From an optimization exercise on the open Yosys and OpenROAD flow, aimed at small area, a short achievable clock period and few clock cycles; shortcuts taken in it are not production practice.
Function was checked by simulation only, so behaviour that the tests miss may differ from the original.
Power is estimated from default activity; no workload was simulated.

==> flow/design.v (excerpt) <==
module block_render_top (
    input  logic        sysclk,
    input  logic        reset,
    input  logic        wb_cyc,
    input  logic        wb_stb,
    input  logic        wb_we,
    input  logic [7:0]  wb_adr,
    input  logic [7:0]  wb_dat_w,
    input  logic        scan_start,
    input  logic        vtx_ready,
    output logic [7:0]  wb_dat_r,
    output logic        wb_ack,
    output logic        scan_busy,
    output logic        scan_done,
    output logic        vtx_valid,
    output logic [10:0] vtx_x,
    output logic [10:0] vtx_y,
    output logic [5:0]  vtx_z,
    output logic [2:0]  vtx_color,
    output logic [3:0]  vtx_faces,
    output logic        vtx_last
);
Size in the first run: roughly 2000 cells after synthesis, roughly 71 I/O pins, roughly 23000 sq um of cells after synthesis.
clock: 8.0 ns
lec_check: 0
cap_margin: 20
core_margin: 2
core_utilization: 65
cts_cluster_diameter: 100
cts_cluster_size: 28
setup_slack_margin: 5
slew_margin: 20
run.sh (not shown) runs the stock make flow with config.mk's settings and CLKGATE_MAP_FILE= SYNTH_SCRIPT=/design/flow/synth_recipe.tcl, a recipe that flattens the netlist after the stock synthesis.
The first run ran to the end with no violations.
Testbench counts at the start, summed over its fixed seeds: cycles 142,189.
Then changed:
Settings changed: CORE_UTILIZATION 65 to 55, CTS_CLUSTER_DIAMETER 100 to 120, CTS_CLUSTER_SIZE 28 to 25.
Effect: The changed run passed the timing, design-rule and antenna checks; clock-buffer cell count came out higher by 9; cell area came out higher by 1.5%; worst setup slack gains 36 ps; clock skew came out higher by 16 ps; total power came out higher by 3.1%; critical path depth came out lower by 1; global-route usage came out lower by 3.6 points; non-clock buffer count came out higher by 5.
Then changed:
Settings changed: CORE_UTILIZATION 55 to 65.
Result:
- The new run ran to the end with no violations
- utilization increases by 11 points
- total power falls slightly
- final cell count fell by a few percent
- routed wire length falls by a few percent
- global-route usage is higher by 3.8 points
- clock-buffer cell count came out lower by 2
Then changed:
Settings changed: CTS_BUF_LIST set to sky130_fd_sc_hd__clkbuf_8, CTS_CLUSTER_DIAMETER 120 to 80, CTS_CLUSTER_SIZE 25 to 15.
=> The changed run finished clean; wire length stays flat; core utilization went down by 0.19 points; sequential power hardly moves; design area barely changes; power went down by a few percent; flip-flop and latch count stays the same.

## alpha
Another version of the RTL of block_render_top (not shown whole).
For scale: about 700 flip-flops, ~71 I/O pins, ~0.028 sq mm of cells after synthesis.
// block_render_top
module block_render_top (
    input  logic        sysclk,
    input  logic        reset,
    input  logic        wb_cyc,
    input  logic        wb_stb,
    input  logic        wb_we,
    input  logic [7:0]  wb_adr,
    input  logic [7:0]  wb_dat_w,
    input  logic        scan_start,
    input  logic        vtx_ready,
    output logic [7:0]  wb_dat_r,
    output logic        wb_ack,
    output logic        scan_busy,
    output logic        scan_done,
    output logic        vtx_valid,
    output logic [10:0] vtx_x,
    output logic [10:0] vtx_y,
    output logic [5:0]  vtx_z,
    output logic [2:0]  vtx_color,
    output logic [3:0]  vtx_faces,
    output logic        vtx_last
);
make LEC_CHECK=0 CAP_MARGIN=20 CORE_MARGIN=2 CORE_UTILIZATION=65 CTS_CLUSTER_DIAMETER=100 CTS_CLUSTER_SIZE=30 SETUP_SLACK_MARGIN=5 SLEW_MARGIN=20 finish   # period 8.0 ns
Testbench counts of alpha, summed over its fixed seeds: cycles 137,758.
Edits applied to the flow inputs when going from alpha to beta:
Settings: CTS_CLUSTER_DIAMETER removed (was 100); CTS_CLUSTER_SIZE removed (was 30).
### Flow results
- Delta (beta minus alpha): total number of sequential cells roughly the same; maximum vdd ir drop lower; placed instance count roughly the same; sequential fraction of total cell area lower; non-clock buffer count in the final layout lower.
- Clock buffer count in the final layout grows by more than half when moving from alpha to beta.
- ~same required time of the worst setup path in alpha and beta
- Post-layout minimum cycle time on beta is down relative to alpha.
Changes in gamma relative to beta:
Settings: putting CTS_CLUSTER_DIAMETER at 120 where nothing was set; putting CTS_CLUSTER_SIZE at 25 where nothing was set.
[summary]
- Looking at wire length of the first global-routing pass, gamma sits 1.4% below beta.
- gamma went all the way through the flow, and no timing, DRC or antenna check failed.
- beta was carried through to the last stage, and its layout satisfied the timing, design-rule and antenna checks.
- In the reports for gamma and beta, the smaller clock network area share belongs to gamma.
- Wire length on met2, gamma and beta: smaller value in gamma
- Diff beta -> gamma: maximum frequency level; global-route usage moved down; worst-case vdd ir drop moved up.

Another version of the RTL of block_render_top (not shown whole).
For scale: ~690 flip-flops, about 71 I/O pins.
==> flow/config.mk <==
export PLATFORM = sky130hd
export DESIGN_NAME = block_render_top
export DESIGN_NICKNAME = block_render_top
export VERILOG_FILES = /design/flow/design.v
export SDC_FILE = /design/flow/constraint.sdc
export NUM_CORES = 4
export LEC_CHECK = 0
export CAP_MARGIN = 20
export CORE_MARGIN = 2
export CORE_UTILIZATION = 40
export SLEW_MARGIN = 20
==> flow/constraint.sdc <==
create_clock -name core_clock -period 8.0 [get_ports {sysclk}]
set_input_delay 1.6000 -clock core_clock [delete_from_list [all_inputs] [get_ports {sysclk}]]
set_output_delay 1.6000 -clock core_clock [all_outputs]
set_load 0.01 [all_outputs]
The starting point went through all stages and came out clean.
Testbench counts at the start, summed over its fixed seeds: cycles 137,758.
Next try:
- CORE_UTILIZATION: 40 -> 65
- SETUP_SLACK_MARGIN: default -> 5
Effect: The changed run went through all stages and came out clean. Sequential cell count stays the same. Routed wire length is higher by a few percent. Die area is lower by well over a third.

## static timing again, ports no longer ideal
In the flow no input, the clock included, has a driving cell. The finished layouts below were timed again as built, in two steps.
Step 1 (the two cells are an assumption about what drives the block):
set clk [get_ports {sysclk}]
set_driving_cell -lib_cell sky130_fd_sc_hd__clkbuf_16 $clk
set_driving_cell -lib_cell sky130_fd_sc_hd__buf_2 [delete_from_list [all_inputs] $clk]
Step 2 moves the port delays by t, midway between the first and last clock arrival at a register: inputs arrive t later, outputs are due t later. That takes back most of the time a late clock gives input paths.
a / b / c = ideal ports / drivers / drivers and shift; a / b = the first two.
run | t, ns | slack for setup (ns) | slew at the worst register clock pin (ns) | cell pins on the clock port's net
the first run of note 1 | 0.661 | 4.934 / 4.934 / 4.507 | 0.11 / 0.11 | 1
the second run of note 1 | 0.620 | 4.971 / 4.971 / 4.504 | 0.11 / 0.11 | 1
the third run of note 1 | 0.607 | 4.971 / 4.971 / 4.558 | 0.11 / 0.11 | 1
the fourth run of note 1 | 0.685 | 4.924 / 4.924 / 4.513 | 0.11 / 0.11 | 1
alpha | 0.677 | 4.980 / 4.955 / 4.459 | 0.12 / 0.12 | 1
beta | 0.657 | 4.989 / 4.978 / 4.436 | 0.07 / 0.07 | 1
gamma | 0.635 | 4.982 / 4.968 / 4.399 | 0.11 / 0.11 | 1
the first run of note 3 | 0.685 | 3.124 / 3.124 / 3.124 | 0.07 / 0.07 | 1
the second run of note 3 | 0.671 | 4.781 / 4.781 / 4.538 | 0.07 / 0.07 | 1
After both steps setup and hold are still met in every run listed. For gamma, which loses most, drivers alone change the setup slack by -0.014 ns; drivers and shift together by -0.583 ns.
